This design comes from an exercise in tuning for small area and a short achievable clock period on the open sky130 flow, not from production work. In this exercise RTL edits were held to simulation tests only and were not proved equivalent to the original. No activity file was given, so power comes from the tool's default toggle rates.

--- flow/config.mk ---
export PLATFORM = sky130hd
export DESIGN_NAME = fp16_mac
export DESIGN_NICKNAME = fp16_mac
export VERILOG_FILES = /design/flow/design.v
export SDC_FILE = /design/flow/constraint.sdc
export NUM_CORES = 4
export LEC_CHECK = 0
export ABC_AREA = 1
export CAP_MARGIN = 20
export CORE_MARGIN = 2
export CORE_UTILIZATION = 40
export SETUP_SLACK_MARGIN = 2.8
export SLEW_MARGIN = 20
--- flow/constraint.sdc ---
create_clock -name core_clock -period 6.0 [get_ports {clk}]
set_input_delay 1.2000 -clock core_clock [delete_from_list [all_inputs] [get_ports {clk}]]
set_output_delay 1.2000 -clock core_clock [all_outputs]
set_load 0.01 [all_outputs]
--- flow/design.v ---
`timescale 1ns/1ps
module fp16_pipe #(
    parameter int W  = 1,
    parameter bit EN = 1'b1
) (
    input  logic         clk,
    input  logic [W-1:0] d,
    output logic [W-1:0] q
);
    if (EN) begin : g_reg
        always_ff @(posedge clk) q <= d;
    end else begin : g_wire
        assign q = d;
    end
endmodule
module fp16_vpipe #(
    parameter bit EN = 1'b1
) (
    input  logic clk,
    input  logic rst,
    input  logic d,
    output logic q
);
    if (EN) begin : g_reg
        always_ff @(posedge clk)
            if (rst) q <= 1'b0;
            else     q <= d;
    end else begin : g_wire
        assign q = d & ~rst;
    end
endmodule
module fp16_unpack (
    input  logic [15:0] w_i,
    output logic [10:0] sig_o,
    output logic [4:0]  exp_o
);
    logic n;
    always_comb begin
        n     = w_i[14:10] != 5'd0;
        sig_o = {n, w_i[9:0]};
        exp_o = n ? w_i[14:10] : {4'd0, w_i[9:0] != 10'd0};
    end
endmodule
`timescale 1ns/1ps
module fp16_mul_a (
    input  logic [10:0] a_i,
    input  logic [10:0] b_i,
    output logic [57:0] cs_o
);
    logic pp0_0;
    assign pp0_0 = a_i[0] & b_i[0];
    logic pp0_1;
    assign pp0_1 = a_i[0] & b_i[1];
    logic pp0_2;
    assign pp0_2 = a_i[0] & b_i[2];
    logic pp0_3;
    assign pp0_3 = a_i[0] & b_i[3];
    logic pp0_4;
    assign pp0_4 = a_i[0] & b_i[4];
    logic pp0_5;
    assign pp0_5 = a_i[0] & b_i[5];
    logic pp0_6;
    assign pp0_6 = a_i[0] & b_i[6];
    logic pp0_7;
    assign pp0_7 = a_i[0] & b_i[7];
    logic pp0_8;
    assign pp0_8 = a_i[0] & b_i[8];
    logic pp0_9;
    assign pp0_9 = a_i[0] & b_i[9];
    logic pp0_10;
    assign pp0_10 = a_i[0] & b_i[10];
    logic pp1_0;
    assign pp1_0 = a_i[1] & b_i[0];
    logic pp1_1;
    assign pp1_1 = a_i[1] & b_i[1];
    logic pp1_2;
    assign pp1_2 = a_i[1] & b_i[2];
    logic pp1_3;
    assign pp1_3 = a_i[1] & b_i[3];
    logic pp1_4;
    assign pp1_4 = a_i[1] & b_i[4];
    logic pp1_5;
    assign pp1_5 = a_i[1] & b_i[5];
    logic pp1_6;
    assign pp1_6 = a_i[1] & b_i[6];
    logic pp1_7;
    assign pp1_7 = a_i[1] & b_i[7];
    logic pp1_8;
    assign pp1_8 = a_i[1] & b_i[8];
    logic pp1_9;
    assign pp1_9 = a_i[1] & b_i[9];
    logic pp1_10;
    assign pp1_10 = a_i[1] & b_i[10];
    logic pp2_0;
    assign pp2_0 = a_i[2] & b_i[0];
    logic pp2_1;
    assign pp2_1 = a_i[2] & b_i[1];
    logic pp2_2;
    assign pp2_2 = a_i[2] & b_i[2];
    logic pp2_3;
    assign pp2_3 = a_i[2] & b_i[3];
    logic pp2_4;
    assign pp2_4 = a_i[2] & b_i[4];
    logic pp2_5;
    assign pp2_5 = a_i[2] & b_i[5];
    logic pp2_6;
    assign pp2_6 = a_i[2] & b_i[6];
    logic pp2_7;
    assign pp2_7 = a_i[2] & b_i[7];
    logic pp2_8;
    assign pp2_8 = a_i[2] & b_i[8];
    logic pp2_9;
    assign pp2_9 = a_i[2] & b_i[9];
    logic pp2_10;
    assign pp2_10 = a_i[2] & b_i[10];
    logic pp3_0;
    assign pp3_0 = a_i[3] & b_i[0];
    logic pp3_1;
    assign pp3_1 = a_i[3] & b_i[1];
    logic pp3_2;
    assign pp3_2 = a_i[3] & b_i[2];
    logic pp3_3;
    assign pp3_3 = a_i[3] & b_i[3];
    logic pp3_4;
    assign pp3_4 = a_i[3] & b_i[4];
    logic pp3_5;
    assign pp3_5 = a_i[3] & b_i[5];
    logic pp3_6;
    assign pp3_6 = a_i[3] & b_i[6];
    logic pp3_7;
    assign pp3_7 = a_i[3] & b_i[7];
    logic pp3_8;
    assign pp3_8 = a_i[3] & b_i[8];
    logic pp3_9;
    assign pp3_9 = a_i[3] & b_i[9];
    logic pp3_10;
    assign pp3_10 = a_i[3] & b_i[10];
    logic pp4_0;
    assign pp4_0 = a_i[4] & b_i[0];
    logic pp4_1;
    assign pp4_1 = a_i[4] & b_i[1];
    logic pp4_2;
    assign pp4_2 = a_i[4] & b_i[2];
    logic pp4_3;
    assign pp4_3 = a_i[4] & b_i[3];
    logic pp4_4;
    assign pp4_4 = a_i[4] & b_i[4];
    logic pp4_5;
    assign pp4_5 = a_i[4] & b_i[5];
    logic pp4_6;
    assign pp4_6 = a_i[4] & b_i[6];
    logic pp4_7;
    assign pp4_7 = a_i[4] & b_i[7];
    logic pp4_8;
    assign pp4_8 = a_i[4] & b_i[8];
    logic pp4_9;
    assign pp4_9 = a_i[4] & b_i[9];
    logic pp4_10;
    assign pp4_10 = a_i[4] & b_i[10];
    logic pp5_0;
    assign pp5_0 = a_i[5] & b_i[0];
    logic pp5_1;
    assign pp5_1 = a_i[5] & b_i[1];
    logic pp5_2;
    assign pp5_2 = a_i[5] & b_i[2];
    logic pp5_3;
    assign pp5_3 = a_i[5] & b_i[3];
    logic pp5_4;
    assign pp5_4 = a_i[5] & b_i[4];
    logic pp5_5;
    assign pp5_5 = a_i[5] & b_i[5];
    logic pp5_6;
    assign pp5_6 = a_i[5] & b_i[6];
    logic pp5_7;
    assign pp5_7 = a_i[5] & b_i[7];
    logic pp5_8;
    assign pp5_8 = a_i[5] & b_i[8];
    logic pp5_9;
    assign pp5_9 = a_i[5] & b_i[9];
    logic pp5_10;
    assign pp5_10 = a_i[5] & b_i[10];
    logic pp6_0;
    assign pp6_0 = a_i[6] & b_i[0];
    logic pp6_1;
    assign pp6_1 = a_i[6] & b_i[1];
    logic pp6_2;
    assign pp6_2 = a_i[6] & b_i[2];
    logic pp6_3;
    assign pp6_3 = a_i[6] & b_i[3];
    logic pp6_4;
    assign pp6_4 = a_i[6] & b_i[4];
    logic pp6_5;
    assign pp6_5 = a_i[6] & b_i[5];
    logic pp6_6;
    assign pp6_6 = a_i[6] & b_i[6];
    logic pp6_7;
    assign pp6_7 = a_i[6] & b_i[7];
    logic pp6_8;
    assign pp6_8 = a_i[6] & b_i[8];
    logic pp6_9;
    assign pp6_9 = a_i[6] & b_i[9];
    logic pp6_10;
    assign pp6_10 = a_i[6] & b_i[10];
    logic pp7_0;
    assign pp7_0 = a_i[7] & b_i[0];
    logic pp7_1;
    assign pp7_1 = a_i[7] & b_i[1];
    logic pp7_2;
    assign pp7_2 = a_i[7] & b_i[2];
    logic pp7_3;
    assign pp7_3 = a_i[7] & b_i[3];
    logic pp7_4;
    assign pp7_4 = a_i[7] & b_i[4];
    logic pp7_5;
    assign pp7_5 = a_i[7] & b_i[5];
    logic pp7_6;
    assign pp7_6 = a_i[7] & b_i[6];
    logic pp7_7;
    assign pp7_7 = a_i[7] & b_i[7];
    logic pp7_8;
    assign pp7_8 = a_i[7] & b_i[8];
    logic pp7_9;
    assign pp7_9 = a_i[7] & b_i[9];
    logic pp7_10;
    assign pp7_10 = a_i[7] & b_i[10];
    logic pp8_0;
    assign pp8_0 = a_i[8] & b_i[0];
    logic pp8_1;
    assign pp8_1 = a_i[8] & b_i[1];
    logic pp8_2;
    assign pp8_2 = a_i[8] & b_i[2];
    logic pp8_3;
    assign pp8_3 = a_i[8] & b_i[3];
    logic pp8_4;
    assign pp8_4 = a_i[8] & b_i[4];
    logic pp8_5;
    assign pp8_5 = a_i[8] & b_i[5];
    logic pp8_6;
    assign pp8_6 = a_i[8] & b_i[6];
    logic pp8_7;
    assign pp8_7 = a_i[8] & b_i[7];
    logic pp8_8;
    assign pp8_8 = a_i[8] & b_i[8];
    logic pp8_9;
    assign pp8_9 = a_i[8] & b_i[9];
    logic pp8_10;
    assign pp8_10 = a_i[8] & b_i[10];
    logic pp9_0;
    assign pp9_0 = a_i[9] & b_i[0];
    logic pp9_1;
    assign pp9_1 = a_i[9] & b_i[1];
    logic pp9_2;
    assign pp9_2 = a_i[9] & b_i[2];
    logic pp9_3;
    assign pp9_3 = a_i[9] & b_i[3];
    logic pp9_4;
    assign pp9_4 = a_i[9] & b_i[4];
    logic pp9_5;
    assign pp9_5 = a_i[9] & b_i[5];
    logic pp9_6;
    assign pp9_6 = a_i[9] & b_i[6];
    logic pp9_7;
    assign pp9_7 = a_i[9] & b_i[7];
    logic pp9_8;
    assign pp9_8 = a_i[9] & b_i[8];
    logic pp9_9;
    assign pp9_9 = a_i[9] & b_i[9];
    logic pp9_10;
    assign pp9_10 = a_i[9] & b_i[10];
    logic pp10_0;
    assign pp10_0 = a_i[10] & b_i[0];
    logic pp10_1;
    assign pp10_1 = a_i[10] & b_i[1];
    logic pp10_2;
    assign pp10_2 = a_i[10] & b_i[2];
    logic pp10_3;
    assign pp10_3 = a_i[10] & b_i[3];
    logic pp10_4;
    assign pp10_4 = a_i[10] & b_i[4];
    logic pp10_5;
    assign pp10_5 = a_i[10] & b_i[5];
    logic pp10_6;
    assign pp10_6 = a_i[10] & b_i[6];
    logic pp10_7;
    assign pp10_7 = a_i[10] & b_i[7];
    logic pp10_8;
    assign pp10_8 = a_i[10] & b_i[8];
    logic pp10_9;
    assign pp10_9 = a_i[10] & b_i[9];
    logic pp10_10;
    assign pp10_10 = a_i[10] & b_i[10];
    logic w1;
    logic w2;
    logic w3;
    logic w4;
    logic w5;
    logic w6;
    logic w7;
    logic w8;
    logic w9;
    logic w10;
    logic w11;
    logic w12;
    assign w1 = pp0_9 ^ pp1_8;
    assign w2 = pp0_9 & pp1_8;
    assign w3 = pp1_9 ^ pp2_8 ^ pp3_7;
    assign w4 = (pp1_9 & pp2_8) | (pp1_9 & pp3_7) | (pp2_8 & pp3_7);
    assign w5 = pp4_6 ^ pp5_5;
    assign w6 = pp4_6 & pp5_5;
    assign w7 = pp2_9 ^ pp3_8 ^ pp4_7;
    assign w8 = (pp2_9 & pp3_8) | (pp2_9 & pp4_7) | (pp3_8 & pp4_7);
    assign w9 = pp5_6 ^ pp6_5;
    assign w10 = pp5_6 & pp6_5;
    assign w11 = pp3_9 ^ pp4_8 ^ pp5_7;
    assign w12 = (pp3_9 & pp4_8) | (pp3_9 & pp5_7) | (pp4_8 & pp5_7);
    logic w13;
    logic w14;
    logic w15;
    logic w16;
    logic w17;
    logic w18;
    logic w19;
    logic w20;
    logic w21;
    logic w22;
    logic w23;
    logic w24;
    logic w25;
    logic w26;
    logic w27;
    logic w28;
    logic w29;
    logic w30;
    logic w31;
    logic w32;
    logic w33;
    logic w34;
    logic w35;
    logic w36;
    logic w37;
    logic w38;
    logic w39;
    logic w40;
    logic w41;
    logic w42;
    logic w43;
    logic w44;
    logic w45;
    logic w46;
    logic w47;
    logic w48;
    logic w49;
    logic w50;
    logic w51;
    logic w52;
    logic w53;
    logic w54;
    logic w55;
    logic w56;
    logic w57;
    logic w58;
    logic w59;
    logic w60;
    assign w13 = pp0_6 ^ pp1_5;
    assign w14 = pp0_6 & pp1_5;
    assign w15 = pp0_7 ^ pp1_6 ^ pp2_5;
    assign w16 = (pp0_7 & pp1_6) | (pp0_7 & pp2_5) | (pp1_6 & pp2_5);
    assign w17 = pp3_4 ^ pp4_3;
    assign w18 = pp3_4 & pp4_3;
    assign w19 = pp0_8 ^ pp1_7 ^ pp2_6;
    assign w20 = (pp0_8 & pp1_7) | (pp0_8 & pp2_6) | (pp1_7 & pp2_6);
    assign w21 = pp3_5 ^ pp4_4 ^ pp5_3;
    assign w22 = (pp3_5 & pp4_4) | (pp3_5 & pp5_3) | (pp4_4 & pp5_3);
    assign w23 = pp6_2 ^ pp7_1;
    assign w24 = pp6_2 & pp7_1;
    assign w25 = pp2_7 ^ pp3_6 ^ pp4_5;
    assign w26 = (pp2_7 & pp3_6) | (pp2_7 & pp4_5) | (pp3_6 & pp4_5);
    assign w27 = pp5_4 ^ pp6_3 ^ pp7_2;
    assign w28 = (pp5_4 & pp6_3) | (pp5_4 & pp7_2) | (pp6_3 & pp7_2);
    assign w29 = pp8_1 ^ pp9_0 ^ w1;
    assign w30 = (pp8_1 & pp9_0) | (pp8_1 & w1) | (pp9_0 & w1);
    assign w31 = pp6_4 ^ pp7_3 ^ pp8_2;
    assign w32 = (pp6_4 & pp7_3) | (pp6_4 & pp8_2) | (pp7_3 & pp8_2);
    assign w33 = pp9_1 ^ pp0_10 ^ pp10_0;
    assign w34 = (pp9_1 & pp0_10) | (pp9_1 & pp10_0) | (pp0_10 & pp10_0);
    assign w35 = w3 ^ w5 ^ w2;
    assign w36 = (w3 & w5) | (w3 & w2) | (w5 & w2);
    assign w37 = pp7_4 ^ pp8_3 ^ pp9_2;
    assign w38 = (pp7_4 & pp8_3) | (pp7_4 & pp9_2) | (pp8_3 & pp9_2);
    assign w39 = pp1_10 ^ pp10_1 ^ w7;
    assign w40 = (pp1_10 & pp10_1) | (pp1_10 & w7) | (pp10_1 & w7);
    assign w41 = w9 ^ w4 ^ w6;
    assign w42 = (w9 & w4) | (w9 & w6) | (w4 & w6);
    assign w43 = pp6_6 ^ pp7_5 ^ pp8_4;
    assign w44 = (pp6_6 & pp7_5) | (pp6_6 & pp8_4) | (pp7_5 & pp8_4);
    assign w45 = pp9_3 ^ pp2_10 ^ pp10_2;
    assign w46 = (pp9_3 & pp2_10) | (pp9_3 & pp10_2) | (pp2_10 & pp10_2);
    assign w47 = w11 ^ w8 ^ w10;
    assign w48 = (w11 & w8) | (w11 & w10) | (w8 & w10);
    assign w49 = pp4_9 ^ pp5_8 ^ pp6_7;
    assign w50 = (pp4_9 & pp5_8) | (pp4_9 & pp6_7) | (pp5_8 & pp6_7);
    assign w51 = pp7_6 ^ pp8_5 ^ pp9_4;
    assign w52 = (pp7_6 & pp8_5) | (pp7_6 & pp9_4) | (pp8_5 & pp9_4);
    assign w53 = pp3_10 ^ pp10_3 ^ w12;
    assign w54 = (pp3_10 & pp10_3) | (pp3_10 & w12) | (pp10_3 & w12);
    assign w55 = pp5_9 ^ pp6_8 ^ pp7_7;
    assign w56 = (pp5_9 & pp6_8) | (pp5_9 & pp7_7) | (pp6_8 & pp7_7);
    assign w57 = pp8_6 ^ pp9_5 ^ pp4_10;
    assign w58 = (pp8_6 & pp9_5) | (pp8_6 & pp4_10) | (pp9_5 & pp4_10);
    assign w59 = pp6_9 ^ pp7_8 ^ pp8_7;
    assign w60 = (pp6_9 & pp7_8) | (pp6_9 & pp8_7) | (pp7_8 & pp8_7);
    logic w61;
    logic w62;
    logic w63;
    logic w64;
    logic w65;
    logic w66;
    logic w67;
    logic w68;
    logic w69;
    logic w70;
    logic w71;
    logic w72;
    logic w73;
    logic w74;
    logic w75;
    logic w76;
    logic w77;
    logic w78;
    logic w79;
    logic w80;
    logic w81;
    logic w82;
    logic w83;
    logic w84;
    logic w85;
    logic w86;
    logic w87;
    logic w88;
    logic w89;
    logic w90;
    logic w91;
    logic w92;
    logic w93;
    logic w94;
    logic w95;
    logic w96;
    logic w97;
    logic w98;
    logic w99;
    logic w100;
    logic w101;
    logic w102;
    logic w103;
    logic w104;
    logic w105;
    logic w106;
    logic w107;
    logic w108;
    logic w109;
    logic w110;
    logic w111;
    logic w112;
    assign w61 = pp0_4 ^ pp1_3;
    assign w62 = pp0_4 & pp1_3;
    assign w63 = pp0_5 ^ pp1_4 ^ pp2_3;
    assign w64 = (pp0_5 & pp1_4) | (pp0_5 & pp2_3) | (pp1_4 & pp2_3);
    assign w65 = pp3_2 ^ pp4_1;
    assign w66 = pp3_2 & pp4_1;
    assign w67 = pp2_4 ^ pp3_3 ^ pp4_2;
    assign w68 = (pp2_4 & pp3_3) | (pp2_4 & pp4_2) | (pp3_3 & pp4_2);
    assign w69 = pp5_1 ^ pp6_0 ^ w13;
    assign w70 = (pp5_1 & pp6_0) | (pp5_1 & w13) | (pp6_0 & w13);
    assign w71 = pp5_2 ^ pp6_1 ^ pp7_0;
    assign w72 = (pp5_2 & pp6_1) | (pp5_2 & pp7_0) | (pp6_1 & pp7_0);
    assign w73 = w15 ^ w17 ^ w14;
    assign w74 = (w15 & w17) | (w15 & w14) | (w17 & w14);
    assign w75 = pp8_0 ^ w19 ^ w21;
    assign w76 = (pp8_0 & w19) | (pp8_0 & w21) | (w19 & w21);
    assign w77 = w23 ^ w16 ^ w18;
    assign w78 = (w23 & w16) | (w23 & w18) | (w16 & w18);
    assign w79 = w25 ^ w27 ^ w29;
    assign w80 = (w25 & w27) | (w25 & w29) | (w27 & w29);
    assign w81 = w20 ^ w22 ^ w24;
    assign w82 = (w20 & w22) | (w20 & w24) | (w22 & w24);
    assign w83 = w31 ^ w33 ^ w35;
    assign w84 = (w31 & w33) | (w31 & w35) | (w33 & w35);
    assign w85 = w26 ^ w28 ^ w30;
    assign w86 = (w26 & w28) | (w26 & w30) | (w28 & w30);
    assign w87 = w37 ^ w39 ^ w41;
    assign w88 = (w37 & w39) | (w37 & w41) | (w39 & w41);
    assign w89 = w32 ^ w34 ^ w36;
    assign w90 = (w32 & w34) | (w32 & w36) | (w34 & w36);
    assign w91 = w43 ^ w45 ^ w47;
    assign w92 = (w43 & w45) | (w43 & w47) | (w45 & w47);
    assign w93 = w38 ^ w40 ^ w42;
    assign w94 = (w38 & w40) | (w38 & w42) | (w40 & w42);
    assign w95 = w49 ^ w51 ^ w53;
    assign w96 = (w49 & w51) | (w49 & w53) | (w51 & w53);
    assign w97 = w44 ^ w46 ^ w48;
    assign w98 = (w44 & w46) | (w44 & w48) | (w46 & w48);
    assign w99 = pp10_4 ^ w55 ^ w57;
    assign w100 = (pp10_4 & w55) | (pp10_4 & w57) | (w55 & w57);
    assign w101 = w50 ^ w52 ^ w54;
    assign w102 = (w50 & w52) | (w50 & w54) | (w52 & w54);
    assign w103 = pp9_6 ^ pp5_10 ^ pp10_5;
    assign w104 = (pp9_6 & pp5_10) | (pp9_6 & pp10_5) | (pp5_10 & pp10_5);
    assign w105 = w59 ^ w56 ^ w58;
    assign w106 = (w59 & w56) | (w59 & w58) | (w56 & w58);
    assign w107 = pp7_9 ^ pp8_8 ^ pp9_7;
    assign w108 = (pp7_9 & pp8_8) | (pp7_9 & pp9_7) | (pp8_8 & pp9_7);
    assign w109 = pp6_10 ^ pp10_6 ^ w60;
    assign w110 = (pp6_10 & pp10_6) | (pp6_10 & w60) | (pp10_6 & w60);
    assign w111 = pp8_9 ^ pp9_8 ^ pp7_10;
    assign w112 = (pp8_9 & pp9_8) | (pp8_9 & pp7_10) | (pp9_8 & pp7_10);
    logic w113;
    logic w114;
    logic w115;
    logic w116;
    logic w117;
    logic w118;
    logic w119;
    logic w120;
    logic w121;
    logic w122;
    logic w123;
    logic w124;
    logic w125;
    logic w126;
    logic w127;
    logic w128;
    logic w129;
    logic w130;
    logic w131;
    logic w132;
    logic w133;
    logic w134;
    logic w135;
    logic w136;
    logic w137;
    logic w138;
    logic w139;
    logic w140;
    logic w141;
    logic w142;
    logic w143;
    logic w144;
    assign w113 = pp0_3 ^ pp1_2;
    assign w114 = pp0_3 & pp1_2;
    assign w115 = pp2_2 ^ pp3_1 ^ pp4_0;
    assign w116 = (pp2_2 & pp3_1) | (pp2_2 & pp4_0) | (pp3_1 & pp4_0);
    assign w117 = pp5_0 ^ w63 ^ w65;
    assign w118 = (pp5_0 & w63) | (pp5_0 & w65) | (w63 & w65);
    assign w119 = w67 ^ w69 ^ w64;
    assign w120 = (w67 & w69) | (w67 & w64) | (w69 & w64);
    assign w121 = w71 ^ w73 ^ w68;
    assign w122 = (w71 & w73) | (w71 & w68) | (w73 & w68);
    assign w123 = w75 ^ w77 ^ w72;
    assign w124 = (w75 & w77) | (w75 & w72) | (w77 & w72);
    assign w125 = w79 ^ w81 ^ w76;
    assign w126 = (w79 & w81) | (w79 & w76) | (w81 & w76);
    assign w127 = w83 ^ w85 ^ w80;
    assign w128 = (w83 & w85) | (w83 & w80) | (w85 & w80);
    assign w129 = w87 ^ w89 ^ w84;
    assign w130 = (w87 & w89) | (w87 & w84) | (w89 & w84);
    assign w131 = w91 ^ w93 ^ w88;
    assign w132 = (w91 & w93) | (w91 & w88) | (w93 & w88);
    assign w133 = w95 ^ w97 ^ w92;
    assign w134 = (w95 & w97) | (w95 & w92) | (w97 & w92);
    assign w135 = w99 ^ w101 ^ w96;
    assign w136 = (w99 & w101) | (w99 & w96) | (w101 & w96);
    assign w137 = w103 ^ w105 ^ w100;
    assign w138 = (w103 & w105) | (w103 & w100) | (w105 & w100);
    assign w139 = w107 ^ w109 ^ w104;
    assign w140 = (w107 & w109) | (w107 & w104) | (w109 & w104);
    assign w141 = pp10_7 ^ w111 ^ w108;
    assign w142 = (pp10_7 & w111) | (pp10_7 & w108) | (w111 & w108);
    assign w143 = pp9_9 ^ pp8_10 ^ pp10_8;
    assign w144 = (pp9_9 & pp8_10) | (pp9_9 & pp10_8) | (pp8_10 & pp10_8);
    assign cs_o = {pp10_10, w144, pp10_9, pp9_10, w143, w142, w112, w141, w140, w110, w139, w138, w106, w137, w136, w102, w135, w134, w98, w133, w132, w94, w131, w130, w90, w129, w128, w86, w127, w126, w82, w125, w124, w78, w123, w122, w74, w121, w120, w70, w119, w118, w66, w117, w116, w62, w115, w114, w61, w113, pp3_0, pp2_1, pp2_0, pp1_1, pp0_2, pp1_0, pp0_1, pp0_0};
endmodule
module fp16_mul_b (
    input  logic [57:0] cs_i,
    output logic [21:0] row0_o,
    output logic [21:0] row1_o
);
    logic pp0_0;
    assign pp0_0 = cs_i[0];
    logic pp0_1;
    assign pp0_1 = cs_i[1];
    logic pp1_0;
    assign pp1_0 = cs_i[2];
    logic pp0_2;
    assign pp0_2 = cs_i[3];
    logic pp1_1;
    assign pp1_1 = cs_i[4];
    logic pp2_0;
    assign pp2_0 = cs_i[5];
    logic pp2_1;
    assign pp2_1 = cs_i[6];
    logic pp3_0;
    assign pp3_0 = cs_i[7];
    logic w113;
    assign w113 = cs_i[8];
    logic w61;
    assign w61 = cs_i[9];
    logic w114;
    assign w114 = cs_i[10];
    logic w115;
    assign w115 = cs_i[11];
    logic w62;
    assign w62 = cs_i[12];
    logic w116;
    assign w116 = cs_i[13];
    logic w117;
    assign w117 = cs_i[14];
    logic w66;
    assign w66 = cs_i[15];
    logic w118;
    assign w118 = cs_i[16];
    logic w119;
    assign w119 = cs_i[17];
    logic w70;
    assign w70 = cs_i[18];
    logic w120;
    assign w120 = cs_i[19];
    logic w121;
    assign w121 = cs_i[20];
    logic w74;
    assign w74 = cs_i[21];
    logic w122;
    assign w122 = cs_i[22];
    logic w123;
    assign w123 = cs_i[23];
    logic w78;
    assign w78 = cs_i[24];
    logic w124;
    assign w124 = cs_i[25];
    logic w125;
    assign w125 = cs_i[26];
    logic w82;
    assign w82 = cs_i[27];
    logic w126;
    assign w126 = cs_i[28];
    logic w127;
    assign w127 = cs_i[29];
    logic w86;
    assign w86 = cs_i[30];
    logic w128;
    assign w128 = cs_i[31];
    logic w129;
    assign w129 = cs_i[32];
    logic w90;
    assign w90 = cs_i[33];
    logic w130;
    assign w130 = cs_i[34];
    logic w131;
    assign w131 = cs_i[35];
    logic w94;
    assign w94 = cs_i[36];
    logic w132;
    assign w132 = cs_i[37];
    logic w133;
    assign w133 = cs_i[38];
    logic w98;
    assign w98 = cs_i[39];
    logic w134;
    assign w134 = cs_i[40];
    logic w135;
    assign w135 = cs_i[41];
    logic w102;
    assign w102 = cs_i[42];
    logic w136;
    assign w136 = cs_i[43];
    logic w137;
    assign w137 = cs_i[44];
    logic w106;
    assign w106 = cs_i[45];
    logic w138;
    assign w138 = cs_i[46];
    logic w139;
    assign w139 = cs_i[47];
    logic w110;
    assign w110 = cs_i[48];
    logic w140;
    assign w140 = cs_i[49];
    logic w141;
    assign w141 = cs_i[50];
    logic w112;
    assign w112 = cs_i[51];
    logic w142;
    assign w142 = cs_i[52];
    logic w143;
    assign w143 = cs_i[53];
    logic pp9_10;
    assign pp9_10 = cs_i[54];
    logic pp10_9;
    assign pp10_9 = cs_i[55];
    logic w144;
    assign w144 = cs_i[56];
    logic pp10_10;
    assign pp10_10 = cs_i[57];
    logic w145;
    logic w146;
    logic w147;
    logic w148;
    logic w149;
    logic w150;
    logic w151;
    logic w152;
    logic w153;
    logic w154;
    logic w155;
    logic w156;
    logic w157;
    logic w158;
    logic w159;
    logic w160;
    logic w161;
    logic w162;
    logic w163;
    logic w164;
    logic w165;
    logic w166;
    logic w167;
    logic w168;
    logic w169;
    logic w170;
    logic w171;
    logic w172;
    logic w173;
    logic w174;
    logic w175;
    logic w176;
    logic w177;
    logic w178;
    logic w179;
    logic w180;
    assign w145 = pp0_2 ^ pp1_1;
    assign w146 = pp0_2 & pp1_1;
    assign w147 = pp2_1 ^ pp3_0 ^ w113;
    assign w148 = (pp2_1 & pp3_0) | (pp2_1 & w113) | (pp3_0 & w113);
    assign w149 = w61 ^ w115 ^ w114;
    assign w150 = (w61 & w115) | (w61 & w114) | (w115 & w114);
    assign w151 = w62 ^ w117 ^ w116;
    assign w152 = (w62 & w117) | (w62 & w116) | (w117 & w116);
    assign w153 = w66 ^ w119 ^ w118;
    assign w154 = (w66 & w119) | (w66 & w118) | (w119 & w118);
    assign w155 = w70 ^ w121 ^ w120;
    assign w156 = (w70 & w121) | (w70 & w120) | (w121 & w120);
    assign w157 = w74 ^ w123 ^ w122;
    assign w158 = (w74 & w123) | (w74 & w122) | (w123 & w122);
    assign w159 = w78 ^ w125 ^ w124;
    assign w160 = (w78 & w125) | (w78 & w124) | (w125 & w124);
    assign w161 = w82 ^ w127 ^ w126;
    assign w162 = (w82 & w127) | (w82 & w126) | (w127 & w126);
    assign w163 = w86 ^ w129 ^ w128;
    assign w164 = (w86 & w129) | (w86 & w128) | (w129 & w128);
    assign w165 = w90 ^ w131 ^ w130;
    assign w166 = (w90 & w131) | (w90 & w130) | (w131 & w130);
    assign w167 = w94 ^ w133 ^ w132;
    assign w168 = (w94 & w133) | (w94 & w132) | (w133 & w132);
    assign w169 = w98 ^ w135 ^ w134;
    assign w170 = (w98 & w135) | (w98 & w134) | (w135 & w134);
    assign w171 = w102 ^ w137 ^ w136;
    assign w172 = (w102 & w137) | (w102 & w136) | (w137 & w136);
    assign w173 = w106 ^ w139 ^ w138;
    assign w174 = (w106 & w139) | (w106 & w138) | (w139 & w138);
    assign w175 = w110 ^ w141 ^ w140;
    assign w176 = (w110 & w141) | (w110 & w140) | (w141 & w140);
    assign w177 = w112 ^ w143 ^ w142;
    assign w178 = (w112 & w143) | (w112 & w142) | (w143 & w142);
    assign w179 = pp9_10 ^ pp10_9 ^ w144;
    assign w180 = (pp9_10 & pp10_9) | (pp9_10 & w144) | (pp10_9 & w144);
    assign row0_o = {1'b0, pp10_10, w179, w177, w175, w173, w171, w169, w167, w165, w163, w161, w159, w157, w155, w153, w151, w149, w147, pp2_0, pp0_1, pp0_0};
    assign row1_o = {1'b0, w180, w178, w176, w174, w172, w170, w168, w166, w164, w162, w160, w158, w156, w154, w152, w150, w148, w146, w145, pp1_0, 1'b0};
endmodule
module fp16_mul_cpa (
    input  logic [21:0] row0_i,
    input  logic [21:0] row1_i,
    output logic [21:0] prod_o
);
    assign prod_o = row0_i + row1_i;
endmodule
`timescale 1ns/1ps
module fp16_expo1 (
    input  logic [4:0]  k_exp_i,
    input  logic [4:0]  x_exp_i,
    input  logic [15:0] b_i,
    output logic [10:0] b_sig_o,
    output logic [4:0]  b_exp_o,
    output logic [5:0]  es_o         
);
    logic b_n;
    always_comb begin
        b_n     = b_i[14:10] != 5'd0;
        b_exp_o = b_n ? b_i[14:10] : 5'd1;
        b_sig_o = {b_n, b_i[9:0]};
        es_o    = {1'b0, k_exp_i} + {1'b0, x_exp_i};
    end
endmodule
module fp16_expo2 (
    input  logic [4:0] b_exp_i,
    input  logic [5:0] es_i,
    input  logic       p_sign_i,
    input  logic       b_sign_i,
    output logic       p_wins_o,
    output logic [4:0] shift_o,      
    output logic       drop_o,       
    output logic       edge_o,       
    output logic [5:0] exp_o,        
    output logic       sign_o,
    output logic       sub_o
);
    logic [5:0] t, pe;
    logic [6:0] d, nd;      
    always_comb begin
        t        = {1'b0, b_exp_i} + 6'd15;
        d        = {1'b0, es_i} - {1'b0, t};
        nd       = {1'b0, t} - {1'b0, es_i};
        pe       = es_i - 6'd15;           
        p_wins_o = nd[6];
        if (p_wins_o) begin
            shift_o = d[4:0];
            drop_o  = d[5:0] > 6'd21;
            edge_o  = d[5:0] == 6'd21;    
            exp_o   = pe;
            sign_o  = p_sign_i;
        end else begin
            shift_o = nd[4:0];
            drop_o  = nd[5:0] > 6'd22;
            edge_o  = nd[5:0] == 6'd22;   
            exp_o   = {1'b0, b_exp_i};
            sign_o  = b_sign_i;
        end
        sub_o = p_sign_i ^ b_sign_i;
    end
endmodule
module fp16_align (
    input  logic [21:0] prod_i,
    input  logic [10:0] b_sig_i,
    input  logic        p_wins_i,
    input  logic [4:0]  shift_i,
    input  logic        drop_i,
    input  logic        edge_i,
    input  logic        sub_i,
    output logic [21:0] hi_o,
    output logic [32:0] lo_o
);
    logic        p_top, drop;
    logic [21:0] p, bb, lo_in;
    logic [32:0] lo;
    always_comb begin
        p_top = prod_i[21];
        p     = {prod_i[21:1], prod_i[0] & ~p_top};
        bb    = {1'b0, b_sig_i, 10'd0};
        drop  = drop_i | (edge_i & (p_top ~^ p_wins_i));
        hi_o  = p_wins_i ? p : bb;
        lo_in = p_wins_i ? bb : p;
        lo    = drop ? 33'd0 : {lo_in, 11'd0} >> shift_i;
        lo_o  = sub_i ? ~lo : lo;
    end
endmodule
module fp16_cadd #(
    parameter int W = 34
) (
    input  logic [W-1:0] a_i,
    input  logic [W-1:0] b_i,
    output logic [W:0]   s0_o,      
    output logic [W:0]   s1_o       
);
    localparam int L = $clog2(W);
    logic [W-1:0] g [L+1];
    logic [W-1:0] p [L+1];
    logic [W-1:0] hp;
    assign g[0]  = a_i & b_i;
    assign p[0]  = a_i | b_i;
    assign hp    = a_i ^ b_i;
    for (genvar l = 0; l < L; l++) begin : g_lvl
        for (genvar i = 0; i < W; i++) begin : g_bit
            if ((i >> l) & 1) begin : g_op
                localparam int J = ((i >> l) << l) - 1;
                assign g[l+1][i] = g[l][i] | (p[l][i] & g[l][J]);
                assign p[l+1][i] = p[l][i] & p[l][J];
            end else begin : g_pass
                assign g[l+1][i] = g[l][i];
                assign p[l+1][i] = p[l][i];
            end
        end
    end
    logic [W:0] c0, c1;
    assign c0 = {g[L], 1'b0};
    assign c1 = {g[L] | p[L], 1'b1};
    assign s0_o = {c0[W], hp ^ c0[W-1:0]};
    assign s1_o = {c1[W], hp ^ c1[W-1:0]};
endmodule
module fp16_add (
    input  logic [21:0] hi_i,
    input  logic [32:0] lo_i,
    input  logic        sub_i,
    output logic [33:0] mag_o,
    output logic        neg_o
);
    logic [34:0] t0, t1;
    fp16_cadd #(34) cadd_i (
        .a_i({1'b0, hi_i, 11'd0}), .b_i({sub_i, lo_i}), .s0_o(t0), .s1_o(t1)
    );
    always_comb begin
        neg_o = sub_i & ~t0[34];
        if (!sub_i)
            mag_o = t0[33:0];
        else if (t0[34])
            mag_o = t1[33:0];
        else
            mag_o = ~t0[33:0];
    end
endmodule
`timescale 1ns/1ps
module fp16_lzc (
    input  logic [33:0] v_i,
    output logic [5:0]  n_o
);
    logic [63:0] z [7];
    logic [5:0]  c [7][64];
    always_comb begin
        for (int i = 0; i < 64; i++) begin
            z[0][i] = (i < 34) ? ~v_i[33 - i] : 1'b1;
            c[0][i] = '0;
        end
        for (int l = 1; l <= 6; l++) begin
            for (int i = 0; i < 64; i++) begin
                z[l][i] = 1'b0;
                c[l][i] = '0;
            end
            for (int i = 0; i < (64 >> l); i++) begin
                z[l][i] = z[l-1][2*i] & z[l-1][2*i+1];
                if (z[l-1][2*i])
                    c[l][i] = c[l-1][2*i+1] | 6'(1 << (l - 1));
                else
                    c[l][i] = c[l-1][2*i];
            end
        end
        n_o = c[6][0];
    end
endmodule
module fp16_mark (
    input  logic [5:0] exp_i,
    output logic [3:0] hi_o,
    output logic [7:0] lo_o
);
    logic [5:0] j;
    always_comb begin
        j    = 6'd32 - exp_i;
        hi_o = (exp_i <= 6'd32) ? 4'(4'd1 << j[4:3]) : 4'd0;
        lo_o = 8'(8'd1 << j[2:0]);
    end
endmodule
module fp16_normalize (
    input  logic [33:0] mag_i,
    input  logic [3:0]  mark_hi_i,
    input  logic [7:0]  mark_lo_i,
    output logic [14:0] top_o,      
    output logic [5:0]  shift_o     
);
    logic [33:0] m, n;
    fp16_lzc lzc_i (.v_i(m), .n_o(shift_o));
    always_comb begin
        for (int i = 0; i < 34; i++)
            m[i] = mag_i[i] | (i < 32 && mark_hi_i[i / 8] && mark_lo_i[i % 8]);
        n     = mag_i << {shift_o[5:2], 2'b00};
        top_o = n[33:19];
    end
endmodule
module fp16_fine (
    input  logic [14:0] top_i,
    input  logic [1:0]  shift_i,
    output logic [10:0] sig_o,
    output logic        rnd_o
);
    logic [14:0] n;
    always_comb begin
        n     = top_i << shift_i;
        sig_o = n[14:4];
        rnd_o = n[3];
    end
endmodule
module fp16_round (
    input  logic        sign_i,
    input  logic [10:0] sig_i,
    input  logic        rnd_i,
    input  logic [5:0]  e2_i,
    input  logic [5:0]  shift_i,
    output logic [15:0] result_o
);
    logic        inc;
    logic [5:0]  e0, e1, e;
    logic [9:0]  frac;
    logic        sat, zero;
    always_comb begin
        inc  = rnd_i & (&sig_i[9:0]);           
        e0   = e2_i - shift_i;
        e1   = e2_i - shift_i + 6'd1;
        e    = sig_i[10] ? (inc ? e1 : e0) : {5'd0, inc};
        frac = sig_i[9:0] + 10'(rnd_i);
        sat  = e > 6'd30;
        zero = ~sig_i[10] & (sig_i[9:0] == 10'd0) & ~rnd_i;
        if (sat)
            result_o = {sign_i, 15'h7BFF};
        else if (zero)
            result_o = 16'd0;
        else
            result_o = {sign_i, e[4:0], frac};
    end
endmodule
`timescale 1ns/1ps
module fp16_mac (
    input  logic                        clk,
    input  logic                        rst,
    input  logic                        in_valid_i,
    input  logic [2-1:0]           tag_i,
    input  logic [16-1:0]          k_i,
    input  logic [16-1:0]          x_i,
    input  logic [16-1:0]          b_i,
    output logic                        out_valid_o,
    output logic [2-1:0]           tag_o,
    output logic [16-1:0]          result_o
);
    localparam int CSW = 58;       
    logic [10:0] u_k_sig, u_x_sig;
    logic [4:0]  u_k_exp, u_x_exp;
    logic [CSW-1:0] m_cs, c1_cs;
    logic [10:0] e_b_sig, c1_b_sig;
    logic [4:0]  e_b_exp, c1_b_exp;
    logic [5:0]  e_es, c1_es;
    logic        c1_p_sign, c1_b_sign;
    logic [1:0]  c1_tag;
    logic        c1_valid;
    fp16_unpack unpack_k (.w_i(k_i), .sig_o(u_k_sig), .exp_o(u_k_exp));
    fp16_unpack unpack_x (.w_i(x_i), .sig_o(u_x_sig), .exp_o(u_x_exp));
    fp16_mul_a mul_a_i (.a_i(u_k_sig), .b_i(u_x_sig), .cs_o(m_cs));
    fp16_expo1 expo1_i (
        .k_exp_i(u_k_exp), .x_exp_i(u_x_exp), .b_i(b_i),
        .b_sig_o(e_b_sig), .b_exp_o(e_b_exp), .es_o(e_es)
    );
    fp16_vpipe #(1'b1) c1_v (.clk, .rst, .d(in_valid_i), .q(c1_valid));
    fp16_pipe #(CSW + 26, 1'b1) c1 (.clk,
        .d({m_cs, e_b_sig, e_b_exp, e_es, k_i[15] ^ x_i[15], b_i[15], tag_i}),
        .q({c1_cs, c1_b_sig, c1_b_exp, c1_es, c1_p_sign, c1_b_sign, c1_tag}));
    logic [21:0] m_row0, m_row1, m_prod, c2_prod;
    logic        x_p_wins, x_drop, x_edge, x_sign, x_sub;
    logic [4:0]  x_shift;
    logic [5:0]  x_exp;
    logic [10:0] c2_b_sig;
    logic        c2_p_wins, c2_drop, c2_edge, c2_sign, c2_sub;
    logic [4:0]  c2_shift;
    logic [5:0]  c2_exp;
    logic [1:0]  c2_tag;
    logic        c2_valid;
    fp16_mul_b mul_b_i (.cs_i(c1_cs), .row0_o(m_row0), .row1_o(m_row1));
    fp16_mul_cpa mul_cpa_i (.row0_i(m_row0), .row1_i(m_row1), .prod_o(m_prod));
    fp16_expo2 expo2_i (
        .b_exp_i(c1_b_exp), .es_i(c1_es), .p_sign_i(c1_p_sign), .b_sign_i(c1_b_sign),
        .p_wins_o(x_p_wins), .shift_o(x_shift), .drop_o(x_drop), .edge_o(x_edge),
        .exp_o(x_exp), .sign_o(x_sign), .sub_o(x_sub)
    );
    fp16_vpipe #(1'b1) c2_v (.clk, .rst, .d(c1_valid), .q(c2_valid));
    fp16_pipe #(51, 1'b1) c2 (.clk,
        .d({m_prod, c1_b_sig, x_p_wins, x_shift, x_drop, x_edge, x_exp, x_sign, x_sub, c1_tag}),
        .q({c2_prod, c2_b_sig, c2_p_wins, c2_shift, c2_drop, c2_edge, c2_exp, c2_sign, c2_sub, c2_tag}));
    logic [21:0] a_hi, c3_hi;
    logic [32:0] a_lo, c3_lo;
    logic [5:0]  c3_exp;
    logic        c3_sign, c3_sub;
    logic [1:0]  c3_tag;
    logic        c3_valid;
    fp16_align align_i (
        .prod_i(c2_prod), .b_sig_i(c2_b_sig), .p_wins_i(c2_p_wins), .shift_i(c2_shift),
        .drop_i(c2_drop), .edge_i(c2_edge), .sub_i(c2_sub), .hi_o(a_hi), .lo_o(a_lo)
    );
    fp16_vpipe #(1'b1) c3_v (.clk, .rst, .d(c2_valid), .q(c3_valid));
    fp16_pipe #(65, 1'b1) c3 (.clk,
        .d({a_hi, a_lo, c2_exp, c2_sign, c2_sub, c2_tag}),
        .q({c3_hi, c3_lo, c3_exp, c3_sign, c3_sub, c3_tag}));
    logic [33:0] d_mag, c4_mag;
    logic        d_neg;
    logic [5:0]  c4_e2;
    logic [3:0]  k_mark_hi, c4_mark_hi;
    logic [7:0]  k_mark_lo, c4_mark_lo;
    logic        c4_sign;
    logic [1:0]  c4_tag;
    logic        c4_valid;
    fp16_add add_i (.hi_i(c3_hi), .lo_i(c3_lo), .sub_i(c3_sub), .mag_o(d_mag), .neg_o(d_neg));
    fp16_vpipe #(1'b1) c4_v (.clk, .rst, .d(c3_valid), .q(c4_valid));
    fp16_mark mark_i (.exp_i(c3_exp), .hi_o(k_mark_hi), .lo_o(k_mark_lo));
    fp16_pipe #(55, 1'b1) c4 (.clk,
        .d({d_mag, c3_exp + 6'd2, k_mark_hi, k_mark_lo, c3_sign ^ d_neg, c3_tag}),
        .q({c4_mag, c4_e2, c4_mark_hi, c4_mark_lo, c4_sign, c4_tag}));
    logic [14:0] n_top, c5_top;
    logic        c5_sign;
    logic [5:0]  n_shift, c5_shift, c5_e2;
    logic [1:0]  c5_tag;
    logic        c5_valid;
    fp16_normalize normalize_i (.mag_i(c4_mag), .mark_hi_i(c4_mark_hi), .mark_lo_i(c4_mark_lo), .top_o(n_top), .shift_o(n_shift));
    fp16_vpipe #(1'b1) c5_v (.clk, .rst, .d(c4_valid), .q(c5_valid));
    fp16_pipe #(30, 1'b1) c5 (.clk,
        .d({n_top, n_shift, c4_e2, c4_sign, c4_tag}),
        .q({c5_top, c5_shift, c5_e2, c5_sign, c5_tag}));
    logic [15:0] r_result;
    logic [10:0] f_sig;
    logic        f_rnd;
    fp16_fine fine_i (.top_i(c5_top), .shift_i(c5_shift[1:0]), .sig_o(f_sig), .rnd_o(f_rnd));
    fp16_round round_i (.sign_i(c5_sign), .sig_i(f_sig), .rnd_i(f_rnd), .e2_i(c5_e2), .shift_i(c5_shift), .result_o(r_result));
    always_ff @(posedge clk) begin
        if (rst) begin
            out_valid_o <= 1'b0;
            tag_o       <= '0;
            result_o    <= '0;
        end else begin
            out_valid_o <= c5_valid;
            if (c5_valid) begin
                tag_o    <= c5_tag;
                result_o <= r_result;
            end
        end
    end
endmodule
--- flow/run.sh ---
#!/bin/bash
# synth_recipe.tcl (not shown) runs the flow's synth.tcl, then flattens the netlist and writes it again
# the make line also repeats each setting of config.mk as NAME=value (left out here)
make -C /OpenROAD-flow-scripts/flow DESIGN_CONFIG=/design/flow/config.mk WORK_HOME=/design/flow/orfs CLKGATE_MAP_FILE= SYNTH_SCRIPT=/design/flow/synth_recipe.tcl finish
==> results of run 1 <==
-- layer usage --
| layer | vias up | wire length (um) | track usage |
|---|---|---|---|
| met4 | 0 | 1380 | 0.06306 |
| met2 | 333 | 22610 | 0.3530 |
| met3 | 77 | 1752 | 0.02107 |
| met5 | - | 0 | 0 |
| met1 | 7084 | 21050 | 0.2510 |
| li1 | 7732 | - | - |
-- layout make-up --
cell class / count / area, um2 / area share
Clock inverter: 13 / 183.9 / 0.008816
Timing Repair Buffer: 81 / 734.5 / 0.03520
Sequential cell: 309 / 6187 / 0.2966
Multi-Input combinational cell: 1659 / 10530 / 0.5046
Clock buffer: 48 / 984.7 / 0.04720
Inverter: 396 / 1495 / 0.07167
Tap cell: 600 / 750.7 / 0.03598
-- flip-flops by register name, summed over array words and instances (netlist names), 2 cells and up --
signal	cells
c3.q	65
c2.q	51
c4.q	55
c5.q	30
c1.q	84
result_o	16
tag_o	2
-- path summary, 6_finish.rpt --
check                start        to  slack, ns  cells after the start
setup reg to reg  c3.q[48]  c4.q[42]       3.06                     16
setup / recovery    x_i[4]  c1.q[55]       2.83                      6
hold / removal    c4.q[19]   c5.q[7]       0.32                      0
hold reg to reg   c4.q[19]   c5.q[7]       0.32                      0
-- critical path: cells and delay by family --
family / cells / cell delay, ns
adder cells (fa/ha/maj): 3 / 1.56
AND/OR/NAND/NOR: 1 / 0.16
buffers and inverters: 2 / 0.66
-- timing repair --
action | in CTS | in global routing
buffers inserted | 2 | 1
pin swaps | 3 | 7
resized for setup | 62 | 36
setup endpoints to repair | 19 | 44
-- placed cells by master, fill, tap and decap left out, types with 7 or more instances in the layout --
| master | count |
|---|---|
| nor3_1 | 13 |
| or2_2 | 9 |
| clkdlybuf4s50_1 | 44 |
| nor2_1 | 145 |
| nor4_1 | 7 |
| o21ai_0 | 138 |
| clkbuf_16 | 35 |
| nand3b_1 | 10 |
| nand2_1 | 605 |
| xor2_1 | 94 |
| fa_1 | 85 |
| o21ai_1 | 15 |
| mux2i_1 | 13 |
| clkbuf_1 | 7 |
| nand2_2 | 21 |
| dfxtp_1 | 308 |
| inv_2 | 16 |
| dlygate4sd2_1 | 11 |
| nand3_1 | 147 |
| inv_1 | 374 |
| o21bai_1 | 13 |
| nor2_2 | 11 |
| o211ai_1 | 34 |
| buf_4 | 13 |
| xnor2_1 | 27 |
| nand4_1 | 18 |
| ha_1 | 107 |
| a21oi_1 | 79 |
-- cells by family after synthesis --
group	Yosys count
AO/OA/AOI/OAI	313
XOR/XNOR	121
adder cells (fa/ha/maj)	195
buffers and inverters	484
flip-flops	309
multiplexers	13
AND/OR/NAND/NOR	1017
-- power groups by stage --
stage	registers, mW	clock network [mW]	logic, mW
after floorplan	3.10	0	4.63
after global placement	3.40	0	5.82
after detailed placement	3.41	0	5.91
after CTS	3.37	2.23	5.95
after global routing	3.45	2.31	6.79
final	3.36	2.17	5.96
-- through the flow --
step	std cells	util	power [mW]	setup WS [ns]
after floorplan	2452	-	7.731	2.478
after global placement	3042	0.4313	9.221	1.700
after detailed placement	3042	0.4313	9.320	1.666
after CTS	3105	0.4570	11.54	2.763
after global routing	3106	0.4578	12.55	2.793
final	3106	0.4578	11.50	2.826
==> flow_metrics.tcl, run 1 <==
set metrics [dict create \
    status "finished clean" \
    hold_violations 0 \
    overflow 0 \
    synth.most_common_cell "nand2_1" \
    cts_inserted_buffers 35 \
    synthFlopType "dfxtp_1" \
    combPwrFrac 0.518 \
    hold_slack_ns 0.3227 \
    synth-xor-area-share 0.05717 \
    synth-compound-area-share 0.09646 \
    dr_total_vias 15230 \
    worstPathRequired_ns 6.41 \
    routedWlPerCell_um 15.06 \
    fin_worst_skew_ns 0.02840 \
    timing.max_slew.rel_slack 0.4195 \
    cp_slowest_cell "dlygate4sd2_1" \
    ys_warn_count 24 \
    ctsHoldBuffers 0 \
    crit_top_cell "fa_1" \
    globalplace.congestion 0.9332 \
    viasPerCell 4.902 \
    placed_area_mm2 0.01966 \
    synth-seq-cells 309 \
    ys_seq_area_frac 0.3337 \
    clk_pin_slew_worst_paths_ns 0.06 \
    setup_tns_ns 0 \
    clockBufferDepth 3 \
    first_iter_violations 885 \
    grt_max_degree 50 \
    io_buffers 71 \
    fill_cells 4469 \
    cts_sinks 309 \
    dr.pass1.iters 5 \
    cts_max_level 2 \
    slew_viol_final 0 \
    post-route-period-util 0.5290 \
    n_antenna_cell 0 \
    p_leak_nw 10.41 \
    synth_top_family_by_area "simple AND/OR/NAND/NOR gates" \
    antenna_found_initial 0 \
    worst_pin_slew_ns 0.8675 \
    critPathMaxFanout 12 \
    synth_area_leaders "dfxtp_1 (33%), nand2_1 (12%), fa_1 (9.5%)" \
    critPathLaunchType "input pin" \
    fin_nets 2730 \
    p_sw_mw 5.260 \
    crit_type "in2reg" \
    cp_cell_sequence "dlygate4sd2_1 > nand2_1 > fa_1 > inv_1 > fa_1 > fa_2" \
    ir_drop_mv 0.1789 \
    dieHeight_um 219.3 \
    area_growth_pct 12.55 \
    syn_inst 2452 \
    setup_viol 0 \
    syn_area_mm2 0.01854 \
    boundaryPins 72 \
    drv_cap 0 \
    syn_area_per_cell_um2 7.560 \
    rsz0062_at_grt "no" \
    hpwl_um 37240 \
    synthMuxAreaShare 0.007020 \
    yosys.area_share.simple 0.2349 \
    synthAdderAreaFrac 0.1673 \
    post-route-min-period_ns 3.174 \
    clkLatencyLatePin_ns 0.53 \
    seq_power_share 0.293 \
    max_freq_mhz 315.1 \
    yosys-top-cells-count "nand2_1 (613), inv_1 (377), dfxtp_1 (309)" \
    row_count 78 \
    die-area_mm2 0.04808 \
    critPathMaxStageDelay_ns 0.61 \
    root_buffer "clkbuf_16" \
    synthDistinctLibCells 56 \
    grt_pass1_wl_um 76610 \
    first_global_vias 15250 \
    ys_async_sr_fraction 0 \
    die_x_um 219.3 \
    initial_core_util 0.4067 \
    arrival_ns 3.58 \
    drive_gt1_frac 0.06704 \
    swShare 0.4575 \
    drc 0 \
    syn_nets 2700 \
    synth_top_area_frac 0.3337 \
    hold_class "reg2reg" \
    cts_tree "done" \
    worstSetupEndpointType "flop" \
    synth_edf_count 0 \
    clockPowerShare 0.189 \
    ant_nets 0 \
    track_usage 0.1985 \
    wl_um 46790 \
    internal_power_mw 6.237 \
    core_mm2 0.04558 \
    yosysTopAreaCell "dfxtp_1" \
    power.density_mw_per_mm2 551.1 \
    fin_area_mm2 0.02086 \
]
==> inputs of run 2 (changes only) <==
--- a/flow/config.mk
+++ b/flow/config.mk
@@ -7,3 +7,2 @@
 export LEC_CHECK = 0
-export ABC_AREA = 1
 export CAP_MARGIN = 20
@@ -11,3 +10,3 @@
 export CORE_UTILIZATION = 40
-export SETUP_SLACK_MARGIN = 2.8
+export SETUP_SLACK_MARGIN = 3.1
 export SLEW_MARGIN = 20
==> run 2 against run 1 <==
Core utilization grew 2.8 points. Sequential share of layout area down 0.72 points. First-iteration DRC count shrank 28%. Non-clock buffer count increased by 66. Worst hold slack about the same. Clock power about the same. Power up 1.1%. Die area shrank 3.6%. Critical path depth grew 2. Cell area up 2.8%. Cell count down 15%.
==> flow_metrics.tcl, run 2 <==
set metrics [dict create \
    boundaryPins 72 \
    fill_cells 4196 \
    cts_tree "done" \
    yosys.area_share.simple 0.1610 \
    dieHeight_um 215.3 \
    critPathMaxFanout 4 \
    place_inst 2528 \
    synthAdderAreaFrac 0.1736 \
    worstHoldEndpoint "c5.q[8]" \
    antenna_found_initial 0 \
    post-route-min-period_ns 3.080 \
    synth-xor-area-share 0.05886 \
    viasPerCell 5.211 \
    max_freq_mhz 324.7 \
    fin_area_mm2 0.02144 \
    seq_power_share 0.300 \
    ant_nets 0 \
    drc 0 \
    syn_nets 2193 \
    synthDistinctLibCells 79 \
    ys_async_sr_fraction 0 \
    worstSetupEndpointType "flop" \
    synth.most_common_cell "dfxtp_1" \
    arrival_ns 3.49 \
    status "finished clean" \
    area_growth_pct 20.05 \
    n_antenna_cell 0 \
    row_count 77 \
    synthFlopType "dfxtp_1" \
    grt_max_degree 46 \
    clockBufferDepth 3 \
    slew_viol_final 0 \
    syn_area_mm2 0.01786 \
    placed_area_mm2 0.01911 \
    first_global_vias 13970 \
    synthMuxAreaShare 0.06755 \
    multiInputGateArea_mm2 0.01124 \
    drive_gt1_frac 0.1711 \
    ir_drop_mv 0.2798 \
    cts_inserted_buffers 35 \
    drv_cap 0 \
    setup_tns_ns 0 \
    worst_pin_slew_ns 0.9167 \
    yosys-top-cells-count "dfxtp_1 (309), nand2_1 (175), inv_1 (174)" \
    final_cell_mix "dfxtp_1 (299), nand2_1 (165), inv_1 (161), nor2_1 (133), ha_1 (94)" \
    wl_um 46570 \
    post-route-period-util 0.5133 \
    ys_seq_area_frac 0.3464 \
    internal_power_mw 6.759 \
    io_buffers 71 \
    clkLatencyLatePin_ns 0.54 \
    synth_top_area_frac 0.3464 \
    yosysTopAreaCell "dfxtp_1" \
    combPwrFrac 0.514 \
    synth_edf_count 0 \
    worstPathRequired_ns 6.41 \
    crit_type "in2reg" \
    cts_sinks 309 \
    track_usage 0.1953 \
    min-delay-start "c4.q[20]" \
    final-instance-count-excl-fill 2655 \
    reg2reg_depth 10 \
    r2r-start "c1.q[37]" \
    die-area_mm2 0.04635 \
    hold_class "reg2reg" \
    swShare 0.4183 \
    p_leak_nw 9.223 \
    timing.max_slew.rel_slack 0.3837 \
    core_mm2 0.04412 \
    regToRegEndpoint "c2.q[47]" \
    cts_max_level 2 \
    overflow 0 \
    clk_pin_slew_worst_paths_ns 0.06 \
    critPathLaunchType "input pin" \
    syn_inst 1945 \
    layout_commonest_cell "dfxtp_1" \
    synth-compound-area-share 0.1348 \
    top_regs "c1.q: 84 flops, c3.q: 65 flops, c4.q: 55 flops" \
    routedWlPerCell_um 17.54 \
    synth-seq-cells 309 \
    hold_violations 0 \
    root_buffer "clkbuf_16" \
    r2r_slack_ns 3.05 \
    first_iter_violations 640 \
    top_register "c1.q" \
    rsz0062_at_grt "yes" \
    fin_nets 2288 \
    globalplace.congestion 0.9406 \
    hpwl_um 34790 \
    power.density_mw_per_mm2 542.0 \
    seq_area_mm2 0.006203 \
    hold_depth 0 \
    syn_area_per_cell_um2 9.180 \
    dr_total_vias 13840 \
    ys_warn_count 24 \
    grt_pass1_wl_um 72780 \
    dr.pass1.iters 6 \
    setup_viol 0 \
    synth_top_family_by_area "adder cells" \
    initial_core_util 0.4047 \
    die_x_um 215.3 \
    fin_worst_skew_ns 0.01210 \
    largest_reg_flops 84 \
    p_sw_mw 4.861 \
    hold_slack_ns 0.3229 \
    synth_area_leaders "dfxtp_1 (35%), fa_1 (9.9%), ha_1 (7.5%)" \
    clockPowerShare 0.186 \
]
run 2: cell types whose count changed after synthesis, moves of 26 or more:
cell      previous run  this run
xor2_1              94        59
nand3_1            150        40
o211ai_1            34         7
mux2_2               0        26
and2_1               4        90
mux2i_1             13        56
nand2_1            613       175
inv_1              377       174
o21ai_0            139       102
xnor2_1             27        61
run 2: worst max-delay path by stage:
stage | from | slack (ns) | endpoint
2_1_floorplan | x_i[8] | 2.44 | c1.q[58]
3_3_place_gp | x_i[7] | 1.70 | c1.q[58]
3_5_place_dp | x_i[7] | 1.67 | c1.q[58]
4_1_cts | x_i[8] | 2.91 | c1.q[58]
5_1_grt | k_i[3] | 2.89 | c1.q[58]
6_report | k_i[3] | 2.92 | c1.q[58]
run 2: cells by family (layout without fill, tap and decap cells):
family,after synthesis,after routing
DFF,309,309
adders and majority gates,195,195
xor gates and xnor gates,120,120
buffers and inverters,268,385
AOI/OAI and AO/OA,365,366
muxes,98,98
and+or+nand+nor,590,590
run 2: worst max-delay path, stage by stage:
cell and delay, ns:
buf_12 0.10, and2_4 0.15, fa_1 0.54, inv_2 0.04
fa_1 0.49, inv_2 0.04, fa_1 0.49, fa_2 0.42
run 2: layer usage:
metal	share of wire	global-route usage	wire length [um]	up-vias
li1	-	-	-	6785
met3	0.043	0.03227	1995	122
met5	0	0	0	-
met1	0.39	0.2186	18220	6572
met4	0.046	0.08736	2129	0
met2	0.52	0.3618	24230	357
run 2: through the flow:
step	utilization	worst slack [ns]	total power [mW]
floorplan	-	2.436	7.255
global placement	0.4331	1.698	8.621
detailed placement	0.4331	1.670	8.686
CTS	0.4717	2.905	11.24
global route	0.4858	2.893	12.46
finish	0.4858	2.920	11.62
run 2: cell type report:
class                      count  share of cell area
clock buffer                  43             0.04465
multi-input combinational   1369              0.5245
sequential                   309              0.2894
timing repair buffer         147             0.06525
timing repair inverter         1           0.0002335
clock inverter                17            0.009864
inverter                     177             0.03152
tap                          592             0.03455
run 2: power groups by stage:
| stage | sequential [mW] | clock (mW) | combinational, mW |
|---|---|---|---|
| floorplan | 3.13 | 0 | 4.13 |
| global placement | 3.53 | 0 | 5.10 |
| detailed placement | 3.53 | 0 | 5.15 |
| CTS | 3.49 | 2.23 | 5.52 |
| global route | 3.56 | 2.31 | 6.60 |
| finish | 3.48 | 2.17 | 5.97 |
run 2: timing repair:
item                                    CTS  global route
hold buffers                              0             0
pin swaps                                48            39
endpoints found under the setup margin   98            74
setup buffers                            25            38
gates resized for setup                 221            90
endpoints found under the hold margin     0             0
gates cloned                              2             2
==> inputs of run 3 (changes only) <==
--- a/flow/config.mk
+++ b/flow/config.mk
@@ -10,2 +10,4 @@
 export CORE_UTILIZATION = 40
+export CTS_CLUSTER_DIAMETER = 80
+export CTS_CLUSTER_SIZE = 40
 export SETUP_SLACK_MARGIN = 3.1
==> run 3 against run 2 <==
Sequential power about the same. Global-route usage decreased by 0.51 points. Synthesized area unchanged. Setup slack got worse by 0.014 ns. Synthesized cell count unchanged. Critical path type unchanged. Largest cell class unchanged. Maximum frequency decreased by 0.45%. Core utilization decreased by 1.3 points. Register-to-register slack improved by 0.02 ns. Clock power decreased by 31%. Critical endpoint unchanged.
==> flow_metrics.tcl, run 3 <==
set metrics [dict create \
    post-route-min-period_ns 3.094 \
    clk_pin_slew_worst_paths_ns 0.12 \
    ant_nets 0 \
    syn_inst 1945 \
    yosys-top-cells-count "dfxtp_1 (309), nand2_1 (175), inv_1 (174)" \
    root_buffer "clkbuf_16" \
    clkLatencyLatePin_ns 0.54 \
    die_x_um 215.3 \
    final_cell_mix "dfxtp_1 (294), nand2_1 (167), inv_1 (160), nor2_1 (132), ha_1 (98)" \
    timing.max_slew.rel_slack 0.3351 \
    p_leak_nw 8.969 \
    critPathMaxStageDelay_ns 0.54 \
    synthFlopType "dfxtp_1" \
    first_iter_violations 664 \
    first_global_vias 13690 \
    synth_top_family_by_area "adder cells" \
    wl_um 45760 \
    synth-compound-area-share 0.1348 \
    syn_nets 2193 \
    fin_worst_skew_ns 0.03898 \
    n_antenna_cell 0 \
    synth_top_area_frac 0.3464 \
    worstSetupEndpointType "flop" \
    die-area_mm2 0.04635 \
    hold_depth 0 \
    syn_area_per_cell_um2 9.180 \
    layout_setup_ws_ns 2.906 \
    fill_cells 4239 \
    dp_slack_ns 1.670 \
    synthDistinctLibCells 79 \
    slew_viol_final 0 \
    ys_seq_area_frac 0.3464 \
    place_inst 2528 \
    synth-seq-cells 309 \
    ys_async_sr_fraction 0 \
    area_growth_pct 16.81 \
    r2r-start "c1.q[37]" \
    initial_core_util 0.4047 \
    worstHoldEndpoint "c2.q[24]" \
    globalplace.congestion 0.9406 \
    min-delay-start "c1.q[21]" \
    r2r_slack_ns 3.07 \
    setup_viol 0 \
    drv_cap 0 \
    yosysTopAreaCell "dfxtp_1" \
    core_mm2 0.04412 \
    track_usage 0.1902 \
    dr.pass1.iters 8 \
    clockBufferDepth 3 \
    fin_nets 2268 \
    ys_warn_count 24 \
    cts_sinks 309 \
    final-instance-count-excl-fill 2623 \
    synthMuxAreaShare 0.06755 \
    yosys.area_share.simple 0.1610 \
    ir_drop_mv 0.2821 \
    dr_total_vias 13660 \
    layout_commonest_cell "dfxtp_1" \
    viasPerCell 5.207 \
    synthAdderAreaFrac 0.1736 \
    boundaryPins 72 \
    overflow 0 \
    routedWlPerCell_um 17.45 \
    row_count 77 \
    ctsHoldBuffers 0 \
    cts_inserted_buffers 18 \
    largest_reg_flops 84 \
    p_total_mw 10.87 \
    crit_top_cell "fa_1" \
    top_register "c1.q" \
    critPathMaxFanout 5 \
    cts_max_level 1 \
    dieHeight_um 215.3 \
    cp_slowest_cell "fa_1" \
    top_regs "c1.q: 84 flops, c3.q: 65 flops, c4.q: 55 flops" \
    reg2reg_depth 10 \
    cp_cell_sequence "buf_12 > and2_4 > fa_1 > inv_2 > fa_1 > inv_2 > fa_1 > fa_2" \
    hpwl_um 34790 \
    io_buffers 71 \
    drive_gt1_frac 0.1561 \
    status "finished clean" \
    crit_type "in2reg" \
    synth-xor-area-share 0.05886 \
    post-route-period-util 0.5156 \
    hold_violations 0 \
    hold_class "reg2reg" \
    critPathLaunchType "input pin" \
    rsz0062_at_grt "yes" \
    antenna_found_initial 0 \
    power.density_mw_per_mm2 521.2 \
    drc 0 \
    worstPathRequired_ns 6.40 \
    max_freq_mhz 323.2 \
    cts_tree "done" \
    worst_pin_slew_ns 0.9888 \
    synth_edf_count 0 \
    regToRegEndpoint "c2.q[47]" \
    grt_pass1_wl_um 71610 \
    synth.most_common_cell "dfxtp_1" \
    grt_max_degree 46 \
    syn_area_mm2 0.01786 \
    synth_area_leaders "dfxtp_1 (35%), fa_1 (9.9%), ha_1 (7.5%)" \
    setup_tns_ns 0 \
    arrival_ns 3.49 \
]
run 3: what timing repair did:
item,in CTS,in global routing
pin swaps,44,39
resized for setup,214,76
endpoints found under the hold margin,0,0
endpoints found under the setup margin,104,80
setup buffers,25,34
cloned,2,3
run 3: final cells by class:
cell class / count / area [um2] / share of cell area
inverter: 177 / 675.6 / 0.03239
timing repair buffer: 143 / 1341 / 0.06431
clock buffer: 21 / 503.0 / 0.02412
tap: 592 / 740.7 / 0.03551
timing repair inverter: 1 / 7.507 / 0.0003599
sequential: 309 / 6210 / 0.2977
clock inverter: 10 / 191.4 / 0.009178
multi-input combinational: 1370 / 11190 / 0.5364
run 3: worst max-delay path by stage:
stage	slack, ns	start	depth (start not counted)	end
floorplan	2.44	x_i[8]	8	c1.q[58]
global placement	1.70	x_i[7]	8	c1.q[58]
detailed placement	1.67	x_i[7]	8	c1.q[58]
CTS	2.89	k_i[3]	8	c1.q[58]
global route	2.88	k_i[3]	8	c1.q[58]
finish	2.91	k_i[3]	8	c1.q[58]
run 3: kinds of logic after synthesis:
| logic type | after synthesis |
|---|---|
| compound gates | 365 |
| fa+ha+maj | 195 |
| buf+inv | 268 |
| simple gates | 590 |
| mux | 98 |
| flops | 309 |
| xor+xnor | 120 |
run 3: worst max-delay path, delay by kind of cell:
kind / cells / cell delay (ns)
buffers and inverters: 3 / 0.18
adders and majority gates: 4 / 1.94
and+or+nand+nor: 1 / 0.15
run 3: stage by stage:
stage	hold WS (ns)	instance area [um2]	utilization
after floorplan	0.3096	18100	-
after global placement	0.3124	19110	0.4331
after detailed placement	0.3121	19110	0.4331
after CTS	0.3311	20330	0.4607
after global routing	0.3251	20860	0.4727
final	0.3244	20860	0.4727
run 3: metal layers:
layer / vias to the layer above / share of wire / GRT usage
met5: - / 0 / 0
met4: 0 / 0.048 / 0.08391
met3: 110 / 0.039 / 0.01812
met2: 363 / 0.52 / 0.3569
met1: 6454 / 0.40 / 0.2178
li1: 6731 / - / -
run 3: power by group:
| group | leakage [nW] | switching (mW) | internal, mW |
|---|---|---|---|
| combinational | 6.05 | 3.24 | 2.66 |
| clock | 0.334 | 0.756 | 0.736 |
| sequential | 2.59 | 0.725 | 2.76 |
| total | 8.97 | 4.72 | 6.15 |

re-timing with driven ports:
Ports are ideal in the flow. The routed layouts listed here were re-timed in OpenROAD.
Step 1: set_driving_cell puts a clkbuf_16 on clk and a buf_2 on each other input, an assumption about the parent block.
Step 2 adds t to the input delays and takes it off the output delays; t is the mean of the earliest and latest rising clock arrival at the registers after step 1. Input paths then give back, and output paths get back, about the clock's delay inside the block.
a / b / c = ideal / step 1 / step 2; a / b = the first two.
run | shift t [ns] | setup WS [ns] | worst hold slack (ns) | cell pins on the clock port's net
run 1 | 0.573 | 2.826 / 2.866 / 2.294 | 0.323 / 0.323 / 0.323 | 1
run 2 | 0.585 | 2.920 / 2.921 / 2.336 | 0.323 / 0.323 / 0.323 | 1
run 3 | 0.578 | 2.906 / 2.916 / 2.338 | 0.324 / 0.324 / 0.324 | 1
After both steps setup and hold are still met in every run listed. For run 2, which loses most, drivers alone change the setup slack by +0.001 ns; drivers and shift together by -0.584 ns.
